This is an optimization exercise on Yosys and OpenROAD, whose aim is small area, a short achievable clock period and few clock cycles per item, not a production implementation.
Only simulation tests tie the RTL to the original design; equivalence was not proved.
Power is estimated from default activity; no workload was simulated.

## flow/design.v (module list and top-level ports; edited modules follow where they fit)
// module operand_join: 37 lines
// module int_alu: 67 lines
// module mul_pipe: 1626 lines
// module result_buffer: 34 lines
// module dfu_top: 69 lines
module dfu_top (
	input  logic        clk,
	input  logic        rst,
	input  logic        a_valid,
	input  logic [4:0]  a_op,
	input  logic [31:0] a_data,
	output logic        a_ready,
	input  logic        b_valid,
	input  logic [31:0] b_data,
	output logic        b_ready,
	output logic        res_valid,
	output logic [31:0] res_data,
	input  logic        res_ready
);
  // ...
==> flow/run.sh <==
#!/bin/bash
# synth_recipe.tcl (not shown) runs the flow's synth.tcl, then flattens the netlist and writes it again
# the make line also repeats each setting of config.mk as NAME=value (left out here)
make -C /OpenROAD-flow-scripts/flow DESIGN_CONFIG=/design/flow/config.mk WORK_HOME=/design/flow/orfs CLKGATE_MAP_FILE= SYNTH_SCRIPT=/design/flow/synth_recipe.tcl finish
==> flow/config.mk <==
export PLATFORM = sky130hd
export DESIGN_NAME = dfu_top
export DESIGN_NICKNAME = dfu_top
export VERILOG_FILES = /design/flow/design.v
export SDC_FILE = /design/flow/constraint.sdc
export NUM_CORES = 4
export LEC_CHECK = 0
export CAP_MARGIN = 20
export CORE_MARGIN = 2
export CORE_UTILIZATION = 40
export SLEW_MARGIN = 20
==> flow/constraint.sdc <==
create_clock -name core_clock -period 9.0 [get_ports {clk}]
set_input_delay 1.8000 -clock core_clock [delete_from_list [all_inputs] [get_ports {clk}]]
set_output_delay 1.8000 -clock core_clock [all_outputs]
set_load 0.01 [all_outputs]
==> impl_metrics.csv, run 1 <==
group,metric,value,unit
die,die_y,245.1,um
cells_and_area,fin_area,0.02556,mm^2
worst_setup_path,crit_chain,"inv_1, ha_1, a22oi_1, xnor2_1, fa_1, fa_1, fa_1, inv_1, fa_1, inv_1, fa_1, xor2_1, xnor2_1, xnor2_1, xnor2_1, xnor2_1, xnor2_1, xnor2_1, a21oi_1",
yosys,syn_inst,2649,
yosys,yosysTopAreaCellShare,17.31,%
yosys,synth_simple_gate_area_share,8.256,%
route,met2_length,43800,um
pwr,p_switching,3630,uW
die,die_x,245.1,um
timing,hold_viol,0,
min_path,min_to,"rbuf0.res_valid$_DFFE_PP0P_",
pwr,combPwrFrac,77.9,%
route,ant_nets,0,
yosys,ys_warn_count,3,
pwr,pg_seq,879,uW
global_route,track_usage,34.49,%
cells_and_area,clkbuf_count,17,
cells_and_area,layout.nonclk_buf_share,6.696,%
cts,cts_max_level,4,
run_status,status,"finished clean",
yosys,synth_edf_count,134,
timing,tightestPinTransition,1.190,ns
cells_and_area,nFlopsAndLatches,136,
global_route,antenna_found_initial,1,
cells_and_area,nNonClkBuffers,190,
global_route,grt_max_degree,75,
timing,timing.hold.ws,0.4863,ns
route,first_iter_violations,3312,
route,highest_layer,"met4",
worst_setup_path,startpoint,"join0.tok_b[13]$_DFFE_PN_",
route,vias,22130,
cts,cts_resized,0,
route,routedWlPerCell,30.68,um
global_route,grt-ovfl-total,0,
timing,finClkSkew,0.01801,ns
Testbench counts, summed over its fixed seeds: cycles 18,324, items 16,000.
==> run 2, diff against run 1 <==
--- a/flow/config.mk
+++ b/flow/config.mk
@@ -8,4 +8,5 @@
 export CAP_MARGIN = 20
 export CORE_MARGIN = 2
 export CORE_UTILIZATION = 40
+export SETUP_SLACK_MARGIN = 4.7
 export SLEW_MARGIN = 20
==> run 2 against run 1 <==
Net effect: cell count increased by 4.8%; still clean; critical path depth increased by 1; sequential power decreased by 2%; sequential share of layout area decreased by 2.0 points; total power increased by 17%.
==> impl_metrics.csv, run 2 <==
group,metric,value,unit
min_path,worstHoldStart,"join0.tok_valid$_DFFE_PP0N_",
timing,setup_viol,0,
worst_setup_path,required,9.20,ns
worst_setup_path,crit_arrival,5.67,ns
worst_setup_path,cp_slowest_stage_delay,0.63,ns
job,max_cap_violations,0,
route,drc,0,
worst_setup_path,crit_chain,"inv_1, ha_4, a22oi_1, xnor2_1, ha_1, inv_1, fa_1, fa_1, inv_1, fa_1, inv_1, fa_1, xor2_1, xnor2_1, xnor2_1, xnor2_1, xnor2_1, xnor2_1, xnor2_1, a21oi_1",
route,first_iter_violations,3939,
timing,maxSlewViolCount,0,
cts,cts_max_level,4,
cts,clock_sinks,136,
cts,cts_root_buf,"clkbuf_16",
yosys,synthArstFlopShare,1.471,%
die,num_io_pins,109,
timing,relSlewSlack,22.85,%
worst_setup_path,critPathTopFamily,"adder cells",
yosys,ys_ff_latch,136,
yosys,synth_flop_cell,"edfxtp_1",
cells_and_area,drive_gt1_share,24.59,%
die,die_y,245.1,um
cells_and_area,fin_area,0.02925,mm^2
worst_setup_path,path_class,"flip-flop to flip-flop",
worst_setup_path,path_buf_inv,4,
placement,portBuffers,108,
route,vias,23770,
yosys,ys_warn_count,3,
yosys,ys_top_cells_by_area,"edfxtp_1 (17%), fa_1 (16%), xnor2_1 (9.2%), ha_1 (9.1%), a22oi_1 (7.1%)",
route,routedWlPerCell,31.60,um
timing,fmax,182.8,MHz
cells_and_area,nets,3196,
worst_setup_path,start_kind,"flip-flop",
die,coreArea,0.05759,mm^2
global_route,grt_pass1_wl,160500,um
worst_setup_path,critPathCaptureType,"flip-flop",
timing,hold_viol,0,
cells_and_area,final_common_cell,"xnor2_1",
yosys,ys_types,77,
global_route,grt_max_degree,71,
pwr,leakage,0.01153,uW
worst_setup_path,path_max_fanout,14,
min_path,hp-class,"flip-flop to flip-flop",
yosys,postSynthAreaPerCell,8.776,um^2
die,initial_core_util,40.37,%
yosys,syn_inst,2649,
pwr,ir_drop,0.4491,mV
global_route,antenna_found_initial,6,
route,wl,112000,um
yosys,synth_edf_count,134,
cells_and_area,final_cells,3545,
timing,min_period,5.471,ns
yosys,syn_nets,3081,
cells_and_area,final_cell_mix,"xnor2_1 (237), inv_1 (219), a22oi_1 (182)",
yosys,syn_area,0.02325,mm^2
yosys,ys_seq_area_share,17.52,%
cts,clk_pin_slew,0.08,ns
placement,finalWeightedCongestion,1.028,
yosys,synth_top_area_cell,"edfxtp_1",
route,ant_nets,0,
worst_setup_path,crit_top_cell,"xnor2_1",
cells_and_area,area_growth_syn_to_layout,25.81,%
cts,cts_tree,"done",
worst_setup_path,r2r_setup_slack,3.53,ns
die,rows,88,
timing,finalSetupTns,0,ns
die,die_area,0.06007,mm^2
yosys,yosys.cell_count.top_type,"inv_1",
yosys,yosysTopAreaCellShare,17.31,%
cts,cts_made_buffers,17,
worst_setup_path,critical-path-slowest-cell,"edfxtp_1",
run_status,status,"finished clean",
route,drt_first_pass_iters,7,
global_route,grt_pass1_vias,22980,
placement,dp_hpwl,75050,um
worst_setup_path,r2r-start,"join0.tok_b[18]$_DFFE_PN_",
cells_and_area,fillCellCount,5257,
timing,fin_crit_sh,60.79,%
cts,clk-insertion-delay-late,0.49,ns
route,viasPerCell,6.705,
timing,tightestPinTransition,1.157,ns
placement,dpl-instance-area,0.02537,mm^2
timing,finClkSkew,0.01927,ns
global_route,grt-ovfl-total,0,
timing,rsz0062_at_grt,"yes",
yosys,synthTopCellsByCount,"inv_1 (247), xnor2_1 (243), a22oi_1 (220)",
cts,clock_tree.buffer_depth,2,
worst_setup_path,startpoint,"join0.tok_b[18]$_DFFE_PN_",
placement,placed_cells,3333,
die,die_x,245.1,um
pwr,p_per_area,293.8,mW/mm^2
global_route,track_usage,36.83,%
## run 2: worst paths after layout
path / cells past startpoint / endpoint
max: 20 / rbuf0.s_q[31]$_DFFE_PP_
min: 1 / rbuf0.res_valid$_DFFE_PP0P_
max in group asynchronous: 2 / join0.tok_valid$_DFFE_PP0N_
min in group asynchronous: 2 / rbuf0.res_valid$_DFFE_PP0P_
max reg2reg: 20 / rbuf0.s_q[31]$_DFFE_PP_
min reg2reg: 1 / rbuf0.res_valid$_DFFE_PP0P_
## run 2: cell type report
class / instances / area [um^2] / area share, %
sequential: 136 / 4074 / 13.93
inverter: 258 / 1106 / 3.781
timing repair buffer: 346 / 3481 / 11.90
tap: 765 / 957.2 / 3.272
clock buffer: 17 / 425.4 / 1.454
clock inverter: 15 / 214.0 / 0.7315
antenna: 3 / 7.507 / 0.02567
multi-input combinational: 2002 / 18960 / 64.83
timing repair inverter: 3 / 22.52 / 0.07700
## run 2: metal layers
| layer | up-vias | wire length [um] | global-route usage [%] |
|---|---|---|---|
| li1 | 9754 | - | - |
| met1 | 11590 | 41260 | 46.77 |
| met2 | 1966 | 46510 | 53.43 |
| met3 | 454 | 16550 | 14.60 |
| met4 | 4 | 7662 | 19.80 |
| met5 | - | 25 | 0 |
## run 2: report_power, final
part           internal, uW  switching (uW)
combinational          3090            3850
sequential              781            79.6
clock                   470             323
## run 2: kinds of logic after synthesis
family	count (synthesis)	share of synthesized area, %
adder cells (fa/ha/maj)	358	25.37
buffers and inverters	513	8.423
multiplexers	81	5.516
XOR/XNOR	265	9.983
AO/OA/AOI/OAI	874	24.93
AND/OR/NAND/NOR	422	8.256
flip-flops	136	17.52
## run 2: through the flow
| stage | setup WS, ns | power, uW | hold WS, ns | utilization (%) |
|---|---|---|---|---|
| global route | 3.327 | 9212 | 0.5192 | 50.78 |
| finish | 3.529 | 8595 | 0.4911 | 50.79 |
| floorplan | 2.888 | 4918 | 0.4351 | - |
| detailed placement | 2.678 | 7051 | 0.4680 | 44.06 |
| global placement | 2.724 | 6944 | 0.4509 | 44.06 |
| CTS | 3.637 | 8306 | 0.4866 | 49.95 |
## run 2: worst register-to-register path: stages, from the launching register on
cell,delay (ns)
edfxtp_1,0.63
inv_1,0.24
ha_4,0.44
a22oi_1,0.14
xnor2_1,0.16
ha_1,0.27
inv_1,0.05
fa_1,0.54
fa_1,0.54
inv_1,0.05
fa_1,0.48
inv_1,0.05
fa_1,0.37
xor2_1,0.18
xnor2_1,0.20
xnor2_1,0.15
xnor2_1,0.16
xnor2_1,0.16
xnor2_1,0.16
xnor2_1,0.14
a21oi_1,0.09
## run 2: timing repair
item,4_1_cts,5_1_grt
hold buffers,0,0
endpoints found under the hold margin,0,0
pin swaps,125,55
endpoints found under the setup margin,82,79
gates cloned,19,1
setup buffers,141,16
gates resized for setup,415,96

[port drivers added, routing unchanged]
The flow's constraints put no driver on any port. The routed layouts listed below were extracted and timed again, unchanged, in two steps.
Step 1 (the two cells are an assumption about what drives the block):
set clk [get_ports {clk}]
set_driving_cell -lib_cell sky130_fd_sc_hd__clkbuf_16 $clk
set_driving_cell -lib_cell sky130_fd_sc_hd__buf_2 [delete_from_list [all_inputs] $clk]
Step 2 moves the port delays by t, midway between the first and last clock arrival at a register: inputs arrive t later, outputs are due t later. That takes back most of the time a late clock gives input paths.
a / b / c = ideal / step 1 / step 2; a / b = the first two.
run | t (ns) | setup slack, ns | worst setup path at the end | slew at the worst register clock pin (ns) | cell pins on the clock port's net
run 1 | 0.548 | 2.211 / 2.211 / 2.211 | register to register | 0.07 / 0.07 | 1
run 2 | 0.536 | 3.529 / 3.529 / 3.529 | register to register | 0.08 / 0.08 | 1
After both steps setup and hold are still met in every run listed.
